From an optimization exercise on the open Yosys and OpenROAD flow, aimed at small area; shortcuts taken in it are not production practice.
RTL that was checked went through simulation tests only; none was proved equivalent to the original.
Power and IR drop assume default switching activity.

purple:
Design c_subset_token_scanner, start of the top module:
module c_subset_token_scanner (
  input  logic        clk,
  input  logic        rst,
  input  logic        src_valid,
  output logic        src_ready,
  input  logic [8:0]  src_item,
  output logic        tok_valid,
  input  logic        tok_ready,
  output logic [60:0] tok_item
);
  logic        fire, push, pop, full, empty;
  logic [71:0] last_entry, head;
  assign src_ready = !full;
  cst_front u_front (
    .clk       (clk),
    .rst       (rst),
    .src_valid (src_valid),
    .src_item  (src_item),
    .full      (full),
    .fire      (fire),
    .push      (push),
    .last_entry(last_entry)
  );
  cst_queue u_queue (
    .clk       (clk),
    .rst       (rst),
    .fire      (fire),
    .push      (push),
    .last_entry(last_entry),
    .full      (full),
    .pop       (pop),
    .head      (head),
    .empty     (empty)
  );
  cst_back u_back (
    .clk      (clk),
    .rst      (rst),
    .head     (head),
    .empty    (empty),
    .pop      (pop),
    .tok_valid(tok_valid),
    .tok_ready(tok_ready),
    .tok_item (tok_item)
  );
endmodule
Size: roughly 1300 cells after synthesis, ~76 I/O pins.
Settings: LEC_CHECK=0, CAP_MARGIN=20, CORE_MARGIN=2, CORE_UTILIZATION=40, SLEW_MARGIN=20; clock period 8.0 ns.
standard.sh (not shown) runs the stock make flow with config.mk's settings and CLKGATE_MAP_FILE= SYNTH_SCRIPT=/design/flow/synth_recipe.tcl, a recipe that flattens the netlist after the stock synthesis.
==> flow/flow/run.sh <==
#!/bin/bash
# Own layout flow: the standard flow with three changes.
#  1. After the standard synthesis, the combinational logic is mapped again
#     by ABC for area (remap.ys): each ABC script in scripts.abc is tried and
#     the netlist with the smallest cell area is kept. Every register keeps
#     the instance, name and cell the standard synthesis gave it.
#  2. Port buffers are the smallest buffer cell.
#  3. Clock tree synthesis uses larger sink clusters and no dummy loads.
# Each tool's full output goes to a log file in this folder.
set -euo pipefail
HERE=$(pwd)
R=$HERE/orfs/results/$FLOW_PLATFORM/c_subset_token_scanner/base
LIB=$FLOW_HOME/platforms/$FLOW_PLATFORM/lib/sky130_fd_sc_hd__tt_025C_1v80.lib
YOSYS=$FLOW_HOME/../tools/install/yosys/bin/yosys
[[ -x $YOSYS ]] || YOSYS=yosys

bash standard.sh synth > 1_standard_synth.log 2>&1
cp "$R/1_2_yosys.v" "$HERE/1_2_yosys_standard.v"

python3 flow/mklibs.py "$LIB" "$HERE/comb.lib" "$HERE/abc.lib" > 2_mklibs.log 2>&1

best=""; best_area=""
i=0
while IFS= read -r script; do
  [[ -z "$script" ]] && continue
  i=$((i + 1))
  printf '%s\n' "$script" > "remap_$i.abc"
  sed -e "s#@LIB@#$LIB#; s#@COMB@#$HERE/comb.lib#; s#@ABCLIB@#$HERE/abc.lib#" \
      -e "s#@IN@#$HERE/1_2_yosys_standard.v#; s#@TOP@#$FLOW_TOP#" \
      -e "s#@SCRIPT@#$HERE/remap_$i.abc#; s#@OUT@#$HERE/1_2_yosys_remap_$i.v#" \
      flow/remap.ys.in > "remap_$i.ys"
  if "$YOSYS" -l "3_remap_$i.log" "remap_$i.ys" > /dev/null 2>&1; then
    area=$(grep "Chip area" "3_remap_$i.log" | tail -1 | awk '{print $NF}')
    echo "script $i: area $area: $script" >> 3_remap_summary.log
    if [[ -n "$area" ]] && { [[ -z "$best_area" ]] || python3 -c "import sys; sys.exit(0 if float('$area') < float('$best_area') else 1)"; }; then
      best=$i; best_area=$area
    fi
  else
    echo "script $i: failed: $script" >> 3_remap_summary.log
  fi
done < flow/scripts.abc
echo "kept script $best (area $best_area)" >> 3_remap_summary.log
cp "$HERE/1_2_yosys_remap_$best.v" "$R/1_2_yosys.v"
rm -f "$R/1_synth.odb" "$R/1_synth.sdc"

export BUFFER_PORTS_ARGS="-buffer_cell sky130_fd_sc_hd__buf_1"
export CTS_ARGS="-sink_clustering_enable -repair_clock_nets -dont_use_dummy_load -sink_clustering_size 12 -sink_clustering_max_diameter 40 -buf_list {sky130_fd_sc_hd__clkbuf_4}"
bash standard.sh > 4_standard_layout.log 2>&1
Other scripts of this flow, unchanged in this note and not shown: flow/flow/mklibs.py, flow/flow/remap.ys.in, flow/flow/scripts.abc
purple: full flow OK, the timing, design-rule and antenna checks passed
Changes in red relative to purple:
Settings: an added GPL_TIMING_DRIVEN of 0.
--- a/flow/flow/run.sh
+++ b/flow/flow/run.sh
@@ -45,4 +45,4 @@
 
 export BUFFER_PORTS_ARGS="-buffer_cell sky130_fd_sc_hd__buf_1"
-export CTS_ARGS="-sink_clustering_enable -repair_clock_nets -dont_use_dummy_load -sink_clustering_size 12 -sink_clustering_max_diameter 40 -buf_list {sky130_fd_sc_hd__clkbuf_4}"
+export CTS_ARGS="-sink_clustering_enable -repair_clock_nets -dont_use_dummy_load -sink_clustering_size 20 -sink_clustering_max_diameter 60 -buf_list {sky130_fd_sc_hd__clkbuf_4 sky130_fd_sc_hd__clkbuf_8}"
 bash standard.sh > 4_standard_layout.log 2>&1
==> comparison <==
red vs. purple: worst path setup slack after routing picked up an extra 0.11 ns; cell area after layout up 430 sq um; data arrival time of the critical path shows a reduction of 0.12 ns.
In red the total power consumption of the routed design turned out about 3.6% higher than in purple.


v6:
c_subset_token_scanner, a different RTL version from the one above (not shown whole).
For scale: about 1400 cells after synthesis, about 0.014 mm^2 of cells after synthesis.
export LEC_CHECK = 0
export CAP_MARGIN = 0
export CORE_MARGIN = 2
export CORE_UTILIZATION = 40
export SLEW_MARGIN = 0
create_clock -name core_clock -period 8.0 [get_ports {clk}]
==> flow/flow/run.sh <==
#!/bin/bash
# Own layout flow: the standard flow with three changes.
#  1. After the standard synthesis, the combinational logic is mapped again
#     by ABC for area (remap.ys, area.abc); every register keeps the
#     instance, name and cell the standard synthesis gave it.
#  2. Port buffers are the smallest buffer cell.
#  3. Clock tree synthesis uses larger sink clusters and no dummy loads.
# Each tool's full output goes to a log file in this folder.
set -euo pipefail
HERE=$(pwd)
R=$HERE/orfs/results/$FLOW_PLATFORM/c_subset_token_scanner/base
LIB=$FLOW_HOME/platforms/$FLOW_PLATFORM/lib/sky130_fd_sc_hd__tt_025C_1v80.lib
YOSYS=$FLOW_HOME/../tools/install/yosys/bin/yosys
[[ -x $YOSYS ]] || YOSYS=yosys

bash standard.sh synth > 1_standard_synth.log 2>&1
cp "$R/1_2_yosys.v" "$HERE/1_2_yosys_standard.v"

python3 flow/mklibs.py "$LIB" "$HERE/comb.lib" "$HERE/abc.lib" > 2_mklibs.log 2>&1
sed -e "s#@LIB@#$LIB#; s#@COMB@#$HERE/comb.lib#; s#@ABCLIB@#$HERE/abc.lib#" \
    -e "s#@IN@#$HERE/1_2_yosys_standard.v#; s#@TOP@#$FLOW_TOP#" \
    -e "s#@SCRIPT@#$HERE/flow/area.abc#; s#@OUT@#$HERE/1_2_yosys_remapped.v#" \
    flow/remap.ys.in > remap.ys
"$YOSYS" -l 3_remap.log remap.ys > /dev/null 2>&1
cp "$HERE/1_2_yosys_remapped.v" "$R/1_2_yosys.v"
rm -f "$R/1_synth.odb" "$R/1_synth.sdc"

export BUFFER_PORTS_ARGS="-buffer_cell sky130_fd_sc_hd__buf_1"
export CTS_ARGS="-sink_clustering_enable -repair_clock_nets -dont_use_dummy_load -sink_clustering_size 20 -sink_clustering_max_diameter 60 -buf_list {sky130_fd_sc_hd__clkbuf_4 sky130_fd_sc_hd__clkbuf_8}"
export RECOVER_POWER=100
bash standard.sh > 4_standard_layout.log 2>&1
Other scripts of this flow, unchanged in this note and not shown: flow/flow/area.abc, flow/flow/mklibs.py, flow/flow/remap.ys.in
v6 finished all stages; layout check result: FAIL, due to max-capacitance violations, max-slew violations.
--- input diff v6..v7 ---
# v6
export LEC_CHECK = 0
export CAP_MARGIN = 0
export CORE_MARGIN = 2
export CORE_UTILIZATION = 40
export SLEW_MARGIN = 0
create_clock -name core_clock -period 8.0 [get_ports {clk}]
# v7
export LEC_CHECK = 0
export CAP_MARGIN = 20
export CORE_MARGIN = 2
export CORE_UTILIZATION = 40
export SLEW_MARGIN = 20
create_clock -name core_clock -period 8.0 [get_ports {clk}]
diff --git a/flow/flow/run.sh b/flow/flow/run.sh
--- a/flow/flow/run.sh
+++ b/flow/flow/run.sh
@@ -28,4 +28,3 @@
 export BUFFER_PORTS_ARGS="-buffer_cell sky130_fd_sc_hd__buf_1"
 export CTS_ARGS="-sink_clustering_enable -repair_clock_nets -dont_use_dummy_load -sink_clustering_size 20 -sink_clustering_max_diameter 60 -buf_list {sky130_fd_sc_hd__clkbuf_4 sky130_fd_sc_hd__clkbuf_8}"
-export RECOVER_POWER=100
 bash standard.sh > 4_standard_layout.log 2>&1
Findings:
- v7 finished every stage and its layout cleared the timing, design-rule and antenna checks.
- On transition time of the tightest slew-check pin: between v7 and v6, it ends up higher for v6.
- Hold slack, v7 and v6: lower on v6
- Fraction of standard cell area in multi-input logic of v7 is on par with v6.


c_subset_token_scanner, a different RTL version from the one above (not shown whole).
Size: about 18000 sq um of cells after synthesis.
Settings: LEC_CHECK=0, CAP_MARGIN=20, CORE_MARGIN=2, CORE_UTILIZATION=40, CTS_BUF_LIST=sky130_fd_sc_hd__clkbuf_4 sky130_fd_sc_hd__clkbuf_8, SLEW_MARGIN=20; clock period 8.0 ns.
run.sh (not shown) runs the stock make flow with config.mk's settings and CLKGATE_MAP_FILE= SYNTH_SCRIPT=/design/flow/synth_recipe.tcl, a recipe that flattens the netlist after the stock synthesis.
Stock flow here: none of the scripts above is used.
==> next run, changes <==
==> flow/flow/run.sh (new file) <==
#!/bin/bash
set -euo pipefail
export BUFFER_PORTS_ARGS="-buffer_cell sky130_fd_sc_hd__buf_1"
export CTS_ARGS="-sink_clustering_enable -repair_clock_nets -dont_use_dummy_load -buf_list {sky130_fd_sc_hd__clkbuf_4 sky130_fd_sc_hd__clkbuf_8}"
bash standard.sh > standard_flow.log 2>&1
==> flow/standard.sh (new file) <==
#!/bin/bash
# synth_recipe.tcl (not shown) runs the flow's synth.tcl, then flattens the netlist and writes it again
# the make line also repeats each setting of config.mk as NAME=value (left out here)
make -C /OpenROAD-flow-scripts/flow DESIGN_CONFIG=/design/flow/config.mk WORK_HOME=/design/flow/orfs CLKGATE_MAP_FILE= SYNTH_SCRIPT=/design/flow/synth_recipe.tcl "${@:-finish}"
removed: flow/run.sh
After rerunning: Sequential power is about the same; power shrinks by 11%; area after synthesis does not change; worst setup slack improves by 0.16 ns; register-to-register slack got worse by 0.61 ns; non-clock buffer count came out lower by 1; routed wire length rose by 1.4%; hold slack gets worse by 0.0067 ns; via count goes down by 0.47%; core utilization is lower by 2.1 points; global-route usage increases by 0.28 points.
Function was not checked in any run of this note: the RTL went through the layout flow alone.


c_subset_token_scanner with an RTL version that a note above also has.
Size: ~1,300 cells after synthesis, about 76 I/O pins, ~0.014 sq mm of cells after synthesis.
==> flow/config.mk <==
export PLATFORM = sky130hd
export DESIGN_NAME = c_subset_token_scanner
export DESIGN_NICKNAME = c_subset_token_scanner
export VERILOG_FILES = /design/flow/design.v
export SDC_FILE = /design/flow/constraint.sdc
export NUM_CORES = 4
export LEC_CHECK = 0
export CAP_MARGIN = 20
export CORE_MARGIN = 2
export CORE_UTILIZATION = 40
export SLEW_MARGIN = 20
==> flow/constraint.sdc <==
create_clock -name core_clock -period 8.0 [get_ports {clk}]
set_input_delay 1.6000 -clock core_clock [delete_from_list [all_inputs] [get_ports {clk}]]
set_output_delay 1.6000 -clock core_clock [all_outputs]
set_load 0.01 [all_outputs]
standard.sh (not shown) runs the stock make flow with config.mk's settings and CLKGATE_MAP_FILE= SYNTH_SCRIPT=/design/flow/synth_recipe.tcl, a recipe that flattens the netlist after the stock synthesis.
==> flow/flow/run.sh <==
#!/bin/bash
# Own layout flow: the standard flow with three changes.
#  1. After the standard synthesis, the combinational logic is mapped again
#     by ABC for area (remap.ys): each ABC script in scripts.abc is tried and
#     the netlist with the smallest cell area is kept. Every register keeps
#     the instance, name and cell the standard synthesis gave it.
#  2. Port buffers are the smallest buffer cell.
#  3. Clock tree synthesis uses larger sink clusters and no dummy loads.
# Each tool's full output goes to a log file in this folder.
set -euo pipefail
HERE=$(pwd)
R=$HERE/orfs/results/$FLOW_PLATFORM/c_subset_token_scanner/base
LIB=$FLOW_HOME/platforms/$FLOW_PLATFORM/lib/sky130_fd_sc_hd__tt_025C_1v80.lib
YOSYS=$FLOW_HOME/../tools/install/yosys/bin/yosys
[[ -x $YOSYS ]] || YOSYS=yosys

bash standard.sh synth > 1_standard_synth.log 2>&1
cp "$R/1_2_yosys.v" "$HERE/1_2_yosys_standard.v"

python3 flow/mklibs.py "$LIB" "$HERE/comb.lib" "$HERE/abc.lib" > 2_mklibs.log 2>&1

best=""; best_area=""
i=0
while IFS= read -r script; do
  [[ -z "$script" ]] && continue
  i=$((i + 1))
  printf '%s\n' "$script" > "remap_$i.abc"
  sed -e "s#@LIB@#$LIB#; s#@COMB@#$HERE/comb.lib#; s#@ABCLIB@#$HERE/abc.lib#" \
      -e "s#@IN@#$HERE/1_2_yosys_standard.v#; s#@TOP@#$FLOW_TOP#" \
      -e "s#@SCRIPT@#$HERE/remap_$i.abc#; s#@OUT@#$HERE/1_2_yosys_remap_$i.v#" \
      flow/remap.ys.in > "remap_$i.ys"
  if "$YOSYS" -l "3_remap_$i.log" "remap_$i.ys" > /dev/null 2>&1; then
    area=$(grep "Chip area" "3_remap_$i.log" | tail -1 | awk '{print $NF}')
    echo "script $i: area $area: $script" >> 3_remap_summary.log
    if [[ -n "$area" ]] && { [[ -z "$best_area" ]] || python3 -c "import sys; sys.exit(0 if float('$area') < float('$best_area') else 1)"; }; then
      best=$i; best_area=$area
    fi
  else
    echo "script $i: failed: $script" >> 3_remap_summary.log
  fi
done < flow/scripts.abc
echo "kept script $best (area $best_area)" >> 3_remap_summary.log
cp "$HERE/1_2_yosys_remap_$best.v" "$R/1_2_yosys.v"
rm -f "$R/1_synth.odb" "$R/1_synth.sdc"

export BUFFER_PORTS_ARGS="-buffer_cell sky130_fd_sc_hd__buf_1"
export CTS_ARGS="-sink_clustering_enable -repair_clock_nets -dont_use_dummy_load -sink_clustering_size 24 -sink_clustering_max_diameter 50 -buf_list {sky130_fd_sc_hd__clkbuf_4 sky130_fd_sc_hd__clkbuf_8}"
bash standard.sh > 4_standard_layout.log 2>&1
Other scripts of this flow, unchanged in this note and not shown: flow/flow/mklibs.py, flow/flow/remap.ys.in, flow/flow/scripts.abc
Next try:
--- a/flow/flow/run.sh
+++ b/flow/flow/run.sh
@@ -46,3 +46,3 @@
 export BUFFER_PORTS_ARGS="-buffer_cell sky130_fd_sc_hd__buf_1"
-export CTS_ARGS="-sink_clustering_enable -repair_clock_nets -dont_use_dummy_load -sink_clustering_size 24 -sink_clustering_max_diameter 50 -buf_list {sky130_fd_sc_hd__clkbuf_4 sky130_fd_sc_hd__clkbuf_8}"
+export CTS_ARGS="-sink_clustering_enable -repair_clock_nets -dont_use_dummy_load -sink_clustering_size 20 -sink_clustering_max_diameter 60 -buf_list {sky130_fd_sc_hd__clkbuf_4 sky130_fd_sc_hd__clkbuf_8}"
 bash standard.sh > 4_standard_layout.log 2>&1
What happened: Total power drops by a few percent; non-clock buffer count drops by 6; clock-buffer cell count drops by 6; via count stays flat; cell area drops slightly; area after synthesis does not change; cell count drops slightly; routed wire length drops slightly; critical path depth climbs by 4; synthesized cell count does not change; setup slack gains 0.091 ns.

[re-timing with driven ports]
The flow's constraints put no driver on any port. The routed layouts listed below were extracted and timed again, unchanged, in two steps. Step 1 (the two cells are an assumption about what drives the block):
set clk [get_ports {clk}]
set_driving_cell -lib_cell sky130_fd_sc_hd__clkbuf_16 $clk
set_driving_cell -lib_cell sky130_fd_sc_hd__buf_2 [delete_from_list [all_inputs] $clk]
Step 2 moves the port delays by t, midway between the first and last clock arrival at a register: inputs arrive t later, outputs are due t later. That takes back most of the time a late clock gives input paths. Slacks: no drivers / after step 1 / after step 2; pairs: no drivers / after step 1.
| run | t (ns) | slack for setup (ns) | hold WS [ns] | slew at the worst register clock pin (ns) | worst data-port slew with drivers (ns) |
|---|---|---|---|---|---|
| purple | 0.656 | 0.091 / 0.051 / 0.637 | 0.471 / 0.471 / 0.471 | 0.12 / 0.12 | 0.05 |
| red | 0.602 | 0.205 / 0.158 / 0.585 | 0.480 / 0.480 / 0.480 | 0.12 / 0.12 | 0.05 |
| v6 | 0.599 | 0.231 / 0.186 / 0.785 | 0.478 / 0.478 / 0.478 | 0.12 / 0.12 | 0.05 |
| v7 | 0.601 | 0.233 / 0.188 / 0.789 | 0.502 / 0.502 / 0.502 | 0.12 / 0.12 | 0.05 |
| the first run of note 3 | 0.662 | 0.347 / 0.296 / 0.958 | 0.487 / 0.487 / 0.487 | 0.07 / 0.07 | 0.04 |
| the second run of note 3 | 0.627 | 0.504 / 0.455 / 1.082 | 0.480 / 0.480 / 0.480 | 0.06 / 0.06 | 0.03 |
| the first run of note 4 | 0.621 | 0.196 / 0.148 / 0.650 | 0.472 / 0.472 / 0.472 | 0.11 / 0.11 | 0.05 |
| the second run of note 4 | 0.601 | 0.287 / 0.238 / 0.656 | 0.482 / 0.482 / 0.482 | 0.12 / 0.12 | 0.05 |
